Context: an optimization exercise on an open-source flow, tuned for a short achievable clock period and few clock cycles. The choices shown serve that exercise and are no tape-out recipe.
Only simulation tests tie the RTL to the original design; equivalence was not proved.
No activity file was given, so power comes from the tool's default toggle rates.

==> inputs of willow <==
==> flow/design.v (excerpt) <==
module pipeCore (
  input  logic        CLK,
  input  logic        RSTB,
  input  logic        progWe,
  input  logic [5:0]  progAddr,
  input  logic [31:0] progData,
  output logic        wbWrite,
  output logic [3:0]  wbReg,
  output logic [15:0] wbData
);
  logic [63:0] memV;
  logic [9:0]  memW [0:63];
  logic [3:0] opBits;
  logic       wrValid;
  logic       wrSub;
  logic       wrAdd;
  assign opBits  = progData[31:28];
  assign wrValid = (opBits == 4'b1000) || (opBits == 4'b0100) ||
                   (opBits == 4'b0010) || (opBits == 4'b0001);
  assign wrSub   = opBits[2] | opBits[0];
  assign wrAdd   = opBits[1] | opBits[0];
  genvar gi;
  generate
    for (gi = 0; gi < 64; gi++)
    begin : g_mem
      always_ff @(posedge CLK)
      begin
        if (progWe && (progAddr == gi))
        begin
          memV[gi] <= wrValid;
          memW[gi] <= {wrSub, wrAdd, progData[7:0]};
        end
      end
    end
  endgenerate
  logic [3:0]  colHot;      
  logic [7:0]  rowNext;     
  logic [7:0]  bufV;
  logic [9:0]  bufW [0:7];
  logic        fOk;         
  logic [1:0]  fV;
  logic [9:0]  fW0;
  logic [9:0]  fW1;
  logic [15:0] fHot0;       
  logic [15:0] fHot1;
  logic        fire;
  logic        rowLoad;
  logic [7:0]  rdV;
  logic [9:0]  rdW [0:7];
  logic [7:0]  row0V;
  logic [9:0]  row0W [0:7];
  logic [1:0]  selV;
  logic [9:0]  selW0;
  logic [9:0]  selW1;
  always_comb
  begin
    rdV = '0;
    for (int w = 0; w < 8; w++)
      rdW[w] = '0;
    for (int r = 0; r < 8; r++)
    begin
      for (int w = 0; w < 8; w++)
      begin
  ...
export LEC_CHECK = 0
export ABC_CLOCK_PERIOD_IN_PS = 1500
export CAP_MARGIN = 20
export CORE_MARGIN = 2
export CORE_UTILIZATION = 40
export CTS_CLUSTER_DIAMETER = 80
export CTS_CLUSTER_SIZE = 30
export SETUP_SLACK_MARGIN = 1.9
export SLEW_MARGIN = 20
create_clock -name core_clock -period 3.6 [get_ports {CLK}]
standard.sh (not shown) runs the stock make flow with config.mk's settings and CLKGATE_MAP_FILE= SYNTH_SCRIPT=/design/flow/synth_recipe.tcl, a recipe that flattens the netlist after the stock synthesis.
==> flow/flow/run.sh <==
#!/bin/bash
# Layout: the standard flow (standard.sh), with these changes:
#  - Yosys's full/half-adder extraction is off (ADDER_MAP_FILE empty), so
#    ABC maps the adders as plain logic.
#  - The 4-input OR/NOR cells join the platform's don't-use list (the first
#    36 names are the platform's own list): ABC tends to put these slow
#    cells on the critical paths.
#  - Port buffers are buf_4 cells; buffer_ports otherwise picks delay
#    buffers for some outputs.
#  - After placement, each output port's register is put next to its port
#    buffer (move_out_flops.tcl), before clock tree synthesis.
set -euo pipefail
DONT_USE="sky130_fd_sc_hd__lpflow_bleeder_1 sky130_fd_sc_hd__lpflow_clkbufkapwr_1 sky130_fd_sc_hd__lpflow_clkbufkapwr_16 sky130_fd_sc_hd__lpflow_clkbufkapwr_2 sky130_fd_sc_hd__lpflow_clkbufkapwr_4 sky130_fd_sc_hd__lpflow_clkbufkapwr_8 sky130_fd_sc_hd__lpflow_clkinvkapwr_1 sky130_fd_sc_hd__lpflow_clkinvkapwr_16 sky130_fd_sc_hd__lpflow_clkinvkapwr_2 sky130_fd_sc_hd__lpflow_clkinvkapwr_4 sky130_fd_sc_hd__lpflow_clkinvkapwr_8 sky130_fd_sc_hd__lpflow_decapkapwr_12 sky130_fd_sc_hd__lpflow_decapkapwr_3 sky130_fd_sc_hd__lpflow_decapkapwr_4 sky130_fd_sc_hd__lpflow_decapkapwr_6 sky130_fd_sc_hd__lpflow_decapkapwr_8 sky130_fd_sc_hd__lpflow_inputiso0n_1 sky130_fd_sc_hd__lpflow_inputiso0p_1 sky130_fd_sc_hd__lpflow_inputiso1n_1 sky130_fd_sc_hd__lpflow_inputiso1p_1 sky130_fd_sc_hd__lpflow_inputisolatch_1 sky130_fd_sc_hd__lpflow_isobufsrc_1 sky130_fd_sc_hd__lpflow_isobufsrc_16 sky130_fd_sc_hd__lpflow_isobufsrc_2 sky130_fd_sc_hd__lpflow_isobufsrc_4 sky130_fd_sc_hd__lpflow_isobufsrc_8 sky130_fd_sc_hd__lpflow_isobufsrckapwr_16 sky130_fd_sc_hd__lpflow_lsbuf_lh_hl_isowell_tap_1 sky130_fd_sc_hd__lpflow_lsbuf_lh_hl_isowell_tap_2 sky130_fd_sc_hd__lpflow_lsbuf_lh_hl_isowell_tap_4 sky130_fd_sc_hd__lpflow_lsbuf_lh_isowell_4 sky130_fd_sc_hd__lpflow_lsbuf_lh_isowell_tap_1 sky130_fd_sc_hd__lpflow_lsbuf_lh_isowell_tap_2 sky130_fd_sc_hd__lpflow_lsbuf_lh_isowell_tap_4 sky130_fd_sc_hd__probe_p_8 sky130_fd_sc_hd__probec_p_8 sky130_fd_sc_hd__or4_1 sky130_fd_sc_hd__or4_2 sky130_fd_sc_hd__or4_4 sky130_fd_sc_hd__or4b_1 sky130_fd_sc_hd__or4b_2 sky130_fd_sc_hd__or4b_4 sky130_fd_sc_hd__or4bb_1 sky130_fd_sc_hd__or4bb_2 sky130_fd_sc_hd__or4bb_4 sky130_fd_sc_hd__nor4_1 sky130_fd_sc_hd__nor4_2 sky130_fd_sc_hd__nor4_4 sky130_fd_sc_hd__nor4b_1 sky130_fd_sc_hd__nor4b_2 sky130_fd_sc_hd__nor4b_4 sky130_fd_sc_hd__nor4bb_1 sky130_fd_sc_hd__nor4bb_2 sky130_fd_sc_hd__nor4bb_4"
ARGS=(ADDER_MAP_FILE= "DONT_USE_CELLS=$DONT_USE"
      "BUFFER_PORTS_ARGS=-buffer_cell sky130_fd_sc_hd__buf_4")
bash standard.sh "${ARGS[@]}" place > standard_place.log 2>&1
R=orfs/results/${FLOW_PLATFORM:-sky130hd}/pipeCore/base
IN=$R/3_place.odb OUT=$R/3_place.odb openroad -no_init -exit flow/move_out_flops.tcl \
  > move_out_flops.log 2>&1
bash standard.sh "${ARGS[@]}" finish > standard_finish.log 2>&1
Other scripts of this flow, unchanged in this note and not shown: flow/flow/move_out_flops.tcl
==> inputs of juniper, as changes to willow <==
--- a/flow/design.v
+++ b/flow/design.v
@@ -37,16 +37,14 @@
   logic [7:0]  rowNext;     
   logic [7:0]  bufV;
   logic [9:0]  bufW [0:7];
   logic        fOk;         
   logic [1:0]  fV;
   logic [9:0]  fW0;
   logic [9:0]  fW1;
-  logic [15:0] fHot0;       
-  logic [15:0] fHot1;
   logic        fire;
   logic        rowLoad;
   logic [7:0]  rdV;
   logic [9:0]  rdW [0:7];
   logic [7:0]  row0V;
   logic [9:0]  row0W [0:7];
   logic [1:0]  selV;
@@ -143,24 +141,20 @@
   always_ff @(posedge CLK)
   begin
     if (!RSTB)
     begin
       fV  <= row0V[3:2];
       fW0 <= row0W[2];
       fW1 <= row0W[3];
-      fHot0 <= 16'd1 << row0W[2][3:0];
-      fHot1 <= 16'd1 << row0W[3][3:0];
     end
     else
     begin
       fV  <= selV;
       fW0 <= selW0;
       fW1 <= selW1;
-      fHot0 <= 16'd1 << selW0[3:0];
-      fHot1 <= 16'd1 << selW1[3:0];
     end
   end
   logic [3:0]  occ;
   logic [9:0]  q [0:3];
   logic [15:0] qHot [0:3];   
   logic [1:0] pV;
   logic [9:0] pW0;
@@ -173,16 +167,16 @@
   logic       pop;
   logic       pushAny;
   logic       pushTwo;
   assign pV  = fV & {2{fOk}};
   assign pW0 = fW0;
   assign pW1 = fW1;
   assign pFirst = pV[0] ? pW0 : pW1;
-  assign pFirstHot = pV[0] ? fHot0 : fHot1;
-  assign pW1Hot    = fHot1;
+  assign pFirstHot = 16'd1 << pFirst[3:0];
+  assign pW1Hot    = 16'd1 << pW1[3:0];
   assign pop     = occ[0];
   assign remT    = {1'b0, occ[3:1]};
   assign pushAny = pV[0] | pV[1];
   assign pushTwo = pV[0] & pV[1];
   assign occNext = remT | ({remT[2:0], 1'b1} & {4{pushAny}})
                         | ({remT[1:0], 2'b11} & {4{pushTwo}});
   logic fireR;
--- a/flow/config.mk
+++ b/flow/config.mk
@@ -5,11 +5,9 @@
 export SDC_FILE = /design/flow/constraint.sdc
 export NUM_CORES = 4
 export LEC_CHECK = 0
 export ABC_CLOCK_PERIOD_IN_PS = 1500
 export CAP_MARGIN = 20
 export CORE_MARGIN = 2
 export CORE_UTILIZATION = 40
-export CTS_CLUSTER_DIAMETER = 80
-export CTS_CLUSTER_SIZE = 30
 export SETUP_SLACK_MARGIN = 1.9
 export SLEW_MARGIN = 20
==> qor summary <==
Outcome: juniper finished clean; willow finished clean
Pin count of the biggest net entering global routing: juniper 160; willow 161
Power density relative to cell area: juniper 717 nW/µm²; willow 643 nW/µm²
Met3 global-route usage: juniper 0.0341; willow 0.0266
Cell Rows: juniper 131; willow 132
Share of total power in combinational logic: juniper 0.178; willow 0.182
Diode insertion count for antenna repair: juniper 0; willow 2
Wire length on met1: juniper 59.2 mm; willow 59.3 mm
Final Critical Period: juniper 1.92 ns; willow 1.89 ns
Part of the cycle the worst path needs: juniper 0.533; willow 0.524
Synth cell types: juniper 67; willow 62
CTS-repair resized insts: juniper 153; willow 130
HPWL after detailed placement: juniper 76.6 mm; willow 76.0 mm
Seq pwr: juniper 0.0211 W; willow 0.0213 W
Total power: juniper 0.0437 W; willow 0.0380 W
Post-Place Cells: juniper 5,239; willow 5,391
Final #Nets: juniper 3,856; willow 3,815
Count of state elements after synthesis: juniper 1,395; willow 1,427
CTS buffer count: juniper 145; willow 68
Setup bufs post-CTS: juniper 47; willow 36
Testbench counts of willow, summed over its fixed seeds: cycles 16,234.
Testbench counts of juniper, summed over its fixed seeds: cycles 16,234.

## static timing again, ports no longer ideal
How much do the figures lean on ideal ports? The routed layouts below were timed once more, with nothing changed but the port constraints. Step 1 (the two cells are an assumption about what drives the block):
set clk [get_ports {CLK}]
set_driving_cell -lib_cell sky130_fd_sc_hd__clkbuf_16 $clk
set_driving_cell -lib_cell sky130_fd_sc_hd__buf_2 [delete_from_list [all_inputs] $clk]
Step 2 moves the port delays by t, midway between the first and last clock arrival at a register: inputs arrive t later, outputs are due t later. That takes back most of the time a late clock gives input paths. a / b / c = no drivers / after step 1 / after step 2; a / b = the first two.
run | t (ns) | setup slack, ns | hold slack, ns | worst register clock-pin slew, ns | cell pins on the clock port's net
willow | 0.778 | 1.714 / 1.637 / 1.082 | 0.352 / 0.335 / 0.402 | 0.12 / 0.12 | 1
juniper | 0.847 | 1.682 / 1.600 / 1.026 | 0.208 / 0.287 / 0.383 | 0.06 / 0.06 | 1
After both steps every run listed still meets setup and hold. The setup slack of juniper, which loses most, moves by -0.082 ns with the drivers and by -0.656 ns with both steps.
